Context: an optimization exercise on an open-source flow, tuned for small area. The choices shown serve that exercise and are no tape-out recipe. RTL that was checked went through simulation tests only; none was proved equivalent to the original. No activity file was given, so power comes from the tool's default toggle rates.

==> flow/design.v (excerpt) <==
module pe_dot_accum_4xpack #(
    parameter int DOT_SIZE          = 8,
    parameter int MULT_OUTPUT_WIDTH = 9,
    parameter int MULT_LATENCY      = 3,
    parameter int ACCUM_WIDTH       = 12
) (
    input  logic                                                   clock,
    input  logic                                                   reset,
    input  logic                                                   i_valid,
    input  logic                                                   i_first,
    input  logic                                                   i_last,
    input  logic [1:0][1:0][DOT_SIZE-1:0][MULT_OUTPUT_WIDTH-1:0] i_mult_output,
    input  logic                                                   i_ready,
    output logic                                                   o_valid,
    output logic [1:0][1:0][ACCUM_WIDTH-1:0]                       o_result,
    output logic                                                   o_overflow
);
For scale: ~1200 cells after synthesis, ~340 I/O pins.
==> flow/config.mk <==
export PLATFORM = sky130hd
export DESIGN_NAME = pe_dot_accum_4xpack
export DESIGN_NICKNAME = pe_dot_accum_4xpack
export VERILOG_FILES = /design/flow/design.v
export SDC_FILE = /design/flow/constraint.sdc
export NUM_CORES = 4
export LEC_CHECK = 0
export CAP_MARGIN = 20
export CORE_MARGIN = 2
export CORE_UTILIZATION = 40
export SLEW_MARGIN = 20
export SYNTH_HIERARCHICAL = 1
export SYNTH_MINIMUM_KEEP_SIZE = 0
==> flow/constraint.sdc <==
create_clock -name core_clock -period 4.5 [get_ports {clock}]
set_input_delay 0.9000 -clock core_clock [delete_from_list [all_inputs] [get_ports {clock}]]
set_output_delay 0.9000 -clock core_clock [all_outputs]
set_load 0.01 [all_outputs]
standard.sh (not shown) runs the stock make flow with config.mk's settings and CLKGATE_MAP_FILE= SYNTH_SCRIPT=/design/flow/synth_recipe.tcl, a recipe that flattens the netlist after the stock synthesis.
==> flow/flow/run.sh <==
#!/bin/bash
# Standard layout, with the smallest buffer as the port buffer and a leaner clock tree.
set -euo pipefail
bash standard.sh BUFFER_PORTS_ARGS="-buffer_cell sky130_fd_sc_hd__buf_1" \
  CTS_ARGS="-sink_clustering_enable -repair_clock_nets -root_buf sky130_fd_sc_hd__clkbuf_16 -sink_clustering_buffer sky130_fd_sc_hd__clkbuf_8 -buf_list sky130_fd_sc_hd__clkbuf_8 -dont_use_dummy_load" \
  finish > standard_flow.log 2>&1
Next try:
--- a/flow/flow/run.sh
+++ b/flow/flow/run.sh
@@ -2 +2 @@
-# Standard layout, with the smallest buffer as the port buffer and a leaner clock tree.
+# Standard layout with our own port buffers (flow/pre_gpl.tcl) and a leaner clock tree.
@@ -4 +4,2 @@
-bash standard.sh BUFFER_PORTS_ARGS="-buffer_cell sky130_fd_sc_hd__buf_1" \
+bash standard.sh DONT_BUFFER_PORTS=1 \
+  PRE_GLOBAL_PLACE_TCL="$PWD/flow/pre_gpl.tcl" POST_GLOBAL_PLACE_TCL="$PWD/flow/post_gpl.tcl" \
==> flow/flow/post_gpl.tcl (new file) <==
unset_dont_touch [get_cells {input* output*}]
==> flow/flow/pre_gpl.tcl (new file) <==
# Port buffers before global placement: the smallest buffer, or a stronger one on inputs
# that fan out widely. They are marked dont_touch so that the timing-driven placement's
# remove_buffers keeps them, and released again after global placement (post_gpl.tcl).
remove_buffers
buffer_ports -inputs -outputs -buffer_cell sky130_fd_sc_hd__buf_1
foreach inst [get_cells input*] {
  set out [get_pins -of_objects $inst -filter "direction == output"]
  set loads [get_pins -of_objects [get_nets -of_objects $out] -filter "direction == input"]
  if {[llength $loads] >= 6} {
    replace_cell $inst sky130_fd_sc_hd__buf_4
  }
}
set_dont_touch [get_cells {input* output*}]
Result: The changed run completed without violations. Sequential share of layout area went up by 0.22 points. First-iteration DRC count went up by 11%. Total power went down by 0.57%. Wire length went down by 0.60%. Synthesized area does not change. Non-clock buffer count went down by 35. Clock power went down by about 2%. Worst setup slack improves by 0.14 ns. Clock-buffer cell count is unchanged. Via count went down by 1.2%.
Function was not checked in any run of this note: the RTL went through the layout flow alone.

* * *

== job 9020 ==
Another version of the RTL of pe_dot_accum_4xpack (not shown whole).
Size: ~1200 cells after synthesis, about 340 I/O pins, roughly 0.016 mm^2 of cells after synthesis.
export LEC_CHECK = 0
export CAP_MARGIN = 20
export CORE_MARGIN = 2
export CORE_UTILIZATION = 40
export SLEW_MARGIN = 20
export SYNTH_HIERARCHICAL = 1
export SYNTH_MINIMUM_KEEP_SIZE = 0
create_clock -name core_clock -period 4.5 [get_ports {clock}]
==> flow/flow/run.sh <==
#!/bin/bash
# Standard layout, with our own port buffers (see pre_gpl.tcl) and a leaner clock tree.
set -euo pipefail
bash standard.sh DONT_BUFFER_PORTS=1 PRE_GLOBAL_PLACE_TCL="$PWD/flow/pre_gpl.tcl" \
  CTS_ARGS="-sink_clustering_enable -repair_clock_nets -root_buf sky130_fd_sc_hd__clkbuf_16 -sink_clustering_buffer sky130_fd_sc_hd__clkbuf_8 -buf_list sky130_fd_sc_hd__clkbuf_8 -dont_use_dummy_load" \
  finish > standard_flow.log 2>&1
==> flow/flow/pre_gpl.tcl <==
# Port buffers: the smallest buffer, or a stronger one on inputs that fan out widely.
buffer_ports -inputs -outputs -buffer_cell sky130_fd_sc_hd__buf_1
foreach inst [get_cells input*] {
  set out [get_pins -of_objects $inst -filter "direction == output"]
  set loads [get_pins -of_objects [get_nets -of_objects $out] -filter "direction == input"]
  if {[llength $loads] >= 6} {
    replace_cell $inst sky130_fd_sc_hd__buf_4
  }
}
Here is what was changed in the inputs of job 5671 compared with job 9020.
- PLACE_DENSITY: unset -> 0.8
==> flow/flow/run.sh <==
#!/bin/bash
# Standard layout with our own port buffers (flow/pre_gpl.tcl) and a leaner clock tree.
set -euo pipefail
bash standard.sh DONT_BUFFER_PORTS=1 \
  PRE_GLOBAL_PLACE_TCL="$PWD/flow/pre_gpl.tcl" POST_GLOBAL_PLACE_TCL="$PWD/flow/post_gpl.tcl" \
  CTS_ARGS="-sink_clustering_enable -repair_clock_nets -root_buf sky130_fd_sc_hd__clkbuf_16 -sink_clustering_buffer sky130_fd_sc_hd__clkbuf_8 -buf_list sky130_fd_sc_hd__clkbuf_8 -dont_use_dummy_load" \
  finish > standard_flow.log 2>&1
==> flow/flow/post_gpl.tcl (new file) <==
unset_dont_touch [get_cells {input* output*}]
==> flow/flow/pre_gpl.tcl <==
# Port buffers before global placement: the smallest buffer, or a stronger one on inputs
# that fan out widely. They are marked dont_touch so that the timing-driven placement's
# remove_buffers keeps them, and released again after global placement (post_gpl.tcl).
remove_buffers
buffer_ports -inputs -outputs -buffer_cell sky130_fd_sc_hd__buf_1
foreach inst [get_cells input*] {
  set out [get_pins -of_objects $inst -filter "direction == output"]
  set loads [get_pins -of_objects [get_nets -of_objects $out] -filter "direction == input"]
  if {[llength $loads] >= 6} {
    replace_cell $inst sky130_fd_sc_hd__buf_4
  }
}
set_dont_touch [get_cells {input* output*}]
## What came out
Looking at the reports, job 5671 completed the entire flow and the layout it produced met the timing, DRC and antenna checks.
Looking at top metal layer carrying routed signals, the met5 result is from job 9020; the met4 one comes from job 5671.
Job 9020 has lower global-route track usage on met2 than job 5671.
Run comparison: job 5671 launching element of the worst setup path i_mult_output[89]; job 9020 launching element of the worst setup path r_empty
Comparing job 5671 and job 9020, the lower post-route worst setup slack is on job 5671.
Compared with job 9020, in job 5671 wire length of the first global-routing pass increased by 2000 um relative to the old numbers, die boundary width closely matched the old numbers, sequential share of layout area decreased by 2.4 points relative to the old numbers, number of nets in the layout increased by 344 relative to the old numbers.
On wire length reported by the detailed router: job 5671 sits above job 9020.
Of job 5671 and job 9020, the run reporting the lower share of the clock period used by the worst path after layout was job 9020.
Inputs modified between job 5671 and job 9210:
- CORE_UTILIZATION now 60, was 40
- PLACE_DENSITY no longer set, was 0.8
Results
- Detail-routed via count per cell (job 9210 over job 5671): increase, about 10%
- The data required time at the worst endpoint of job 9210 is lower than that of job 5671.
- Job 9210 -> job 5671: final number of max-transition violations flat
- Side by side, non-clock buffer count turned out lower in job 9210 than in job 5671.
- Of the two values seen for termination of the worst setup path, r_acc[25] was produced by job 9210 and g_lane[1].r_d[9] by job 5671.
- No stage failed in job 9210, and the final checks on the layout all came back clean.
### job 9210 -> job 6186
- changing CAP_MARGIN from 20 to 0
- changing SLEW_MARGIN from 20 to 0
- changing CORE_UTILIZATION from 60 to 40
==> flow/flow/run.sh <==
#!/bin/bash
# Standard layout, with the smallest buffer as the port buffer and a leaner clock tree.
set -euo pipefail
bash standard.sh BUFFER_PORTS_ARGS="-buffer_cell sky130_fd_sc_hd__buf_1" \
  CTS_ARGS="-sink_clustering_enable -repair_clock_nets -root_buf sky130_fd_sc_hd__clkbuf_16 -sink_clustering_buffer sky130_fd_sc_hd__clkbuf_8 -buf_list sky130_fd_sc_hd__clkbuf_8 -dont_use_dummy_load" \
  finish > standard_flow.log 2>&1
removed: flow/flow/post_gpl.tcl
removed: flow/flow/pre_gpl.tcl
[summary]
In job 6186, the utilization after layout came out 20 points below the value in job 9210. Summary of job 6186 over job 9210: multi-input combinational cell area about even; final period utilization saw an increase. Compared with job 9210, job 6186 shows a higher routed length on met1. Summary of the comparison: routed wire length is higher in job 6186, relative to job 9210. Minimum setup slack in the final design delta for job 6186 relative to job 9210: 0.13 ns lower.

[port drivers added, routing unchanged]
Ports are ideal in the flow. The routed layouts listed here were re-timed in OpenROAD. Step 1 (the two cells are an assumption about what drives the block):
set clk [get_ports {clock}]
set_driving_cell -lib_cell sky130_fd_sc_hd__clkbuf_16 $clk
set_driving_cell -lib_cell sky130_fd_sc_hd__buf_2 [delete_from_list [all_inputs] $clk]
Step 2 adds t to the input delays and takes it off the output delays; t is the mean of the earliest and latest rising clock arrival at the registers after step 1. Input paths then give back, and output paths get back, about the clock's delay inside the block. a / b / c = ideal ports / drivers / drivers and shift; a / b = the first two.
| run | t (ns) | slack for setup (ns) | latest minus earliest clock arrival (ns) |
|---|---|---|---|
| the first run of note 1 | 0.429 | 0.568 / 0.568 / 0.139 | 0.038 / 0.037 |
| the second run of note 1 | 0.426 | 0.704 / 0.704 / 0.530 | 0.026 / 0.026 |
| job 9020 | 0.428 | 0.723 / 0.537 / 0.109 | 0.046 / 0.046 |
| job 5671 | 0.427 | 0.547 / 0.568 / 0.141 | 0.021 / 0.021 |
| job 9210 | 0.410 | 0.444 / 0.444 / 0.199 | 0.054 / 0.053 |
| job 6186 | 0.427 | 0.311 / 0.331 / -0.096 | 0.027 / 0.027 |
Met with ideal ports but missed after step 2: setup timing in job 6186. The setup slack of job 9020, which loses most, moves by -0.186 ns with the drivers and by -0.614 ns with both steps.
